From an optimization exercise on the open Yosys and OpenROAD flow, aimed at small area and a short achievable clock period; shortcuts taken in it are not production practice. At most, simulation tests tie the RTL to the original design; equivalence was not proved. Power is estimated from default activity; no workload was simulated.

west:
==> module data_mem_responder, before the edit <==
module data_mem_responder #(
    parameter int ADDR_WIDTH = 6
) (
    input  logic        CLK,
    input  logic        reset,
    input  logic [31:0] Addressmem,
    input  logic [31:0] WriteDataMem,
    input  logic        memWrite,
    input  logic        memRead,
    output logic [31:0] ReadDataMem,
    output logic        memReady,
    output logic        memError,
    output logic        memStall,
    output logic [1:0]  fsm_state_o
);
    localparam int DEPTH = 2 ** ADDR_WIDTH;
    localparam int LO_W  = ADDR_WIDTH / 2;
    localparam int HI_W  = ADDR_WIDTH - LO_W;
    localparam int LO_N  = 2 ** LO_W;
    localparam int HI_N  = 2 ** HI_W;
    logic idle_q, b1_q, b2_q, resp_q;
    logic busy_q, errr_q;
    logic wen_q;                        
    logic [LO_N-1:0] lo_q;
    logic [HI_N-1:0] hi_q;
    logic [31:0] rdata_q;
    logic [DEPTH*32-1:0] mem_q;
    logic req, err;
    assign req = memRead | memWrite;
    assign err = (Addressmem[1:0] != 2'b00)
               | (Addressmem[31:ADDR_WIDTH+2] != '0)
               | (memRead & memWrite);
    always_ff @(posedge CLK or negedge reset) begin
        if (!reset) begin
            idle_q <= 1'b1;
            b1_q   <= 1'b0;
            b2_q   <= 1'b0;
            resp_q <= 1'b0;
            busy_q <= 1'b0;
            errr_q <= 1'b0;
            wen_q  <= 1'b0;
        end else begin
            idle_q <= (~idle_q & ~b1_q & ~b2_q) | (idle_q & ~req);   
            b1_q   <= idle_q & req;
            b2_q   <= b1_q;
            resp_q <= b2_q;
            busy_q <= (idle_q & req) | b1_q;
            errr_q <= b2_q & err;
            wen_q  <= b1_q & memWrite & ~err;
        end
    end
    always_ff @(posedge CLK) begin
        for (int i = 0; i < LO_N; i++) lo_q[i] <= (Addressmem[LO_W+1:2] == i[LO_W-1:0]);
        for (int j = 0; j < HI_N; j++)
            hi_q[j] <= (Addressmem[ADDR_WIDTH+1:LO_W+2] == j[HI_W-1:0]) & ~err;
    end
    logic [DEPTH-1:0] sel;
    always_comb begin
        for (int w = 0; w < DEPTH; w++) sel[w] = hi_q[w / LO_N] & lo_q[w % LO_N];
    end
    always_ff @(posedge CLK) begin
        for (int w = 0; w < DEPTH; w++) begin
            if (wen_q & sel[w]) mem_q[w*32 +: 32] <= WriteDataMem;
        end
    end
    logic [31:0] rd;
    always_comb begin
        rd = '0;
        for (int w = 0; w < DEPTH; w++) rd = rd | ({32{sel[w]}} & mem_q[w*32 +: 32]);
    end
    always_ff @(posedge CLK) begin
        rdata_q <= rd;
    end
    assign ReadDataMem = rdata_q;
    assign memReady    = resp_q;
    assign memError    = errr_q;
    assign memStall    = req & ~resp_q;
    assign fsm_state_o = {resp_q, busy_q};
endmodule
clock: 4.6 ns
lec_check: 0
cap_margin: 20
core_margin: 2
core_utilization: 45
cts_cluster_diameter: 80
cts_cluster_size: 30
setup_slack_margin: 2.4
slew_margin: 20
tns_end_percent: 100
buffer_ports_args: -buffer_cell sky130_fd_sc_hd__buf_4
standard.sh (not shown) runs the stock make flow with config.mk's settings and CLKGATE_MAP_FILE= SYNTH_SCRIPT=/design/flow/synth_recipe.tcl, a recipe that flattens the netlist after the stock synthesis.
==> flow/flow/run.sh <==
#!/bin/bash
# Standard layout, with the port buffers made from buf_4 instead of the library's default pick.
set -e
cat >> config.mk <<'CFG'
export BUFFER_PORTS_ARGS = -buffer_cell sky130_fd_sc_hd__buf_4
CFG
bash standard.sh > standard.log 2>&1
west ran to completion and came out clean on the timing, DRC and antenna checks.
For north, these inputs were changed with respect to west:
==> flow/design.v <==
module data_mem_responder #(
    parameter int ADDR_WIDTH = 6
) (
    input  logic        CLK,
    input  logic        reset,
    input  logic [31:0] Addressmem,
    input  logic [31:0] WriteDataMem,
    input  logic        memWrite,
    input  logic        memRead,
    output logic [31:0] ReadDataMem,
    output logic        memReady,
    output logic        memError,
    output logic        memStall,
    output logic [1:0]  fsm_state_o
);
    localparam int DEPTH = 2 ** ADDR_WIDTH;
    logic idle_q, b1_q, b2_q, resp_q;
    logic busy_q, errr_q;
    logic wen_q;                        
    logic [DEPTH-1:0] sel;
    logic [31:0] rdata_q;
    logic [DEPTH*32-1:0] mem_q;
    logic req, err;
    assign req = memRead | memWrite;
    assign err = (Addressmem[1:0] != 2'b00)
               | (Addressmem[31:ADDR_WIDTH+2] != '0)
               | (memRead & memWrite);
    always_ff @(posedge CLK or negedge reset) begin
        if (!reset) begin
            idle_q <= 1'b1;
            b1_q   <= 1'b0;
            b2_q   <= 1'b0;
            resp_q <= 1'b0;
            busy_q <= 1'b0;
            errr_q <= 1'b0;
            wen_q  <= 1'b0;
        end else begin
            idle_q <= (~idle_q & ~b1_q & ~b2_q) | (idle_q & ~req);   
            b1_q   <= idle_q & req;
            b2_q   <= b1_q;
            resp_q <= b2_q;
            busy_q <= (idle_q & req) | b1_q;
            errr_q <= b2_q & err;
            wen_q  <= b1_q & memWrite & ~err;
        end
    end
    always_ff @(posedge CLK) begin
        for (int w = 0; w < DEPTH; w++)
            sel[w] <= (Addressmem[ADDR_WIDTH+1:2] == w[ADDR_WIDTH-1:0]) & ~err;
    end
    always_ff @(posedge CLK) begin
        for (int w = 0; w < DEPTH; w++) begin
            if (wen_q & sel[w]) mem_q[w*32 +: 32] <= WriteDataMem;
        end
    end
    localparam int HALF = DEPTH / 2;
    logic [31:0] rd_lo, rd_hi;
    logic [31:0] part_lo_q, part_hi_q;
    always_comb begin
        rd_lo = '0;
        rd_hi = '0;
        for (int w = 0; w < HALF; w++) begin
            rd_lo = rd_lo | ({32{sel[w]}} & mem_q[w*32 +: 32]);
            rd_hi = rd_hi | ({32{sel[HALF+w]}} & mem_q[(HALF+w)*32 +: 32]);
        end
    end
    always_ff @(posedge CLK) begin
        part_lo_q <= rd_lo;
        part_hi_q <= rd_hi;
        rdata_q   <= part_lo_q | part_hi_q;
    end
    assign ReadDataMem = rdata_q;
    assign memReady    = resp_q;
    assign memError    = errr_q;
    assign memStall    = req & ~resp_q;
    assign fsm_state_o = {resp_q, busy_q};
endmodule
==> summary.txt <==
On initial standard-cell utilization of the core, west tracks north almost exactly. Diff west -> north | fraction of area in non-clock buffers | decrease of 3.5 points. The fraction of the mapped netlist area in compound gates number comes out lower for north vs west. In the tables for north and west, synthesized cell count reads higher with west. The run with more routed wire is west, not north. Per the comparison of north with west, placed instance area has increased, share of total power in the clock network +1.9 points, multi-input logic cell count now smaller.
Function not checked in west: the RTL went through the layout flow alone.

==> port drivers added, routing unchanged <==
The results above use ideal ports. As a check the final layouts listed here were re-extracted and re-timed, cells and wires unchanged. Step 1, drivers: a clkbuf_16 drives CLK and a buf_2 each remaining input, both assumed. Step 2 also shifts input and output timing later by t, the mid clock arrival at the registers, as if the neighbouring blocks saw the same clock. Three values: ideal, step 1, step 2; two values: the first two.
run | t (ns) | setup slack, ns | worst register clock-pin slew, ns
west | 0.829 | 2.035 / 2.035 / 1.587 | 0.12 / 0.12
north | 0.839 | 2.305 / 2.221 / 1.710 | 0.12 / 0.12
After both steps setup and hold are still met in every run listed. The setup slack of north, which loses most, moves by -0.084 ns with the drivers and by -0.595 ns with both steps.
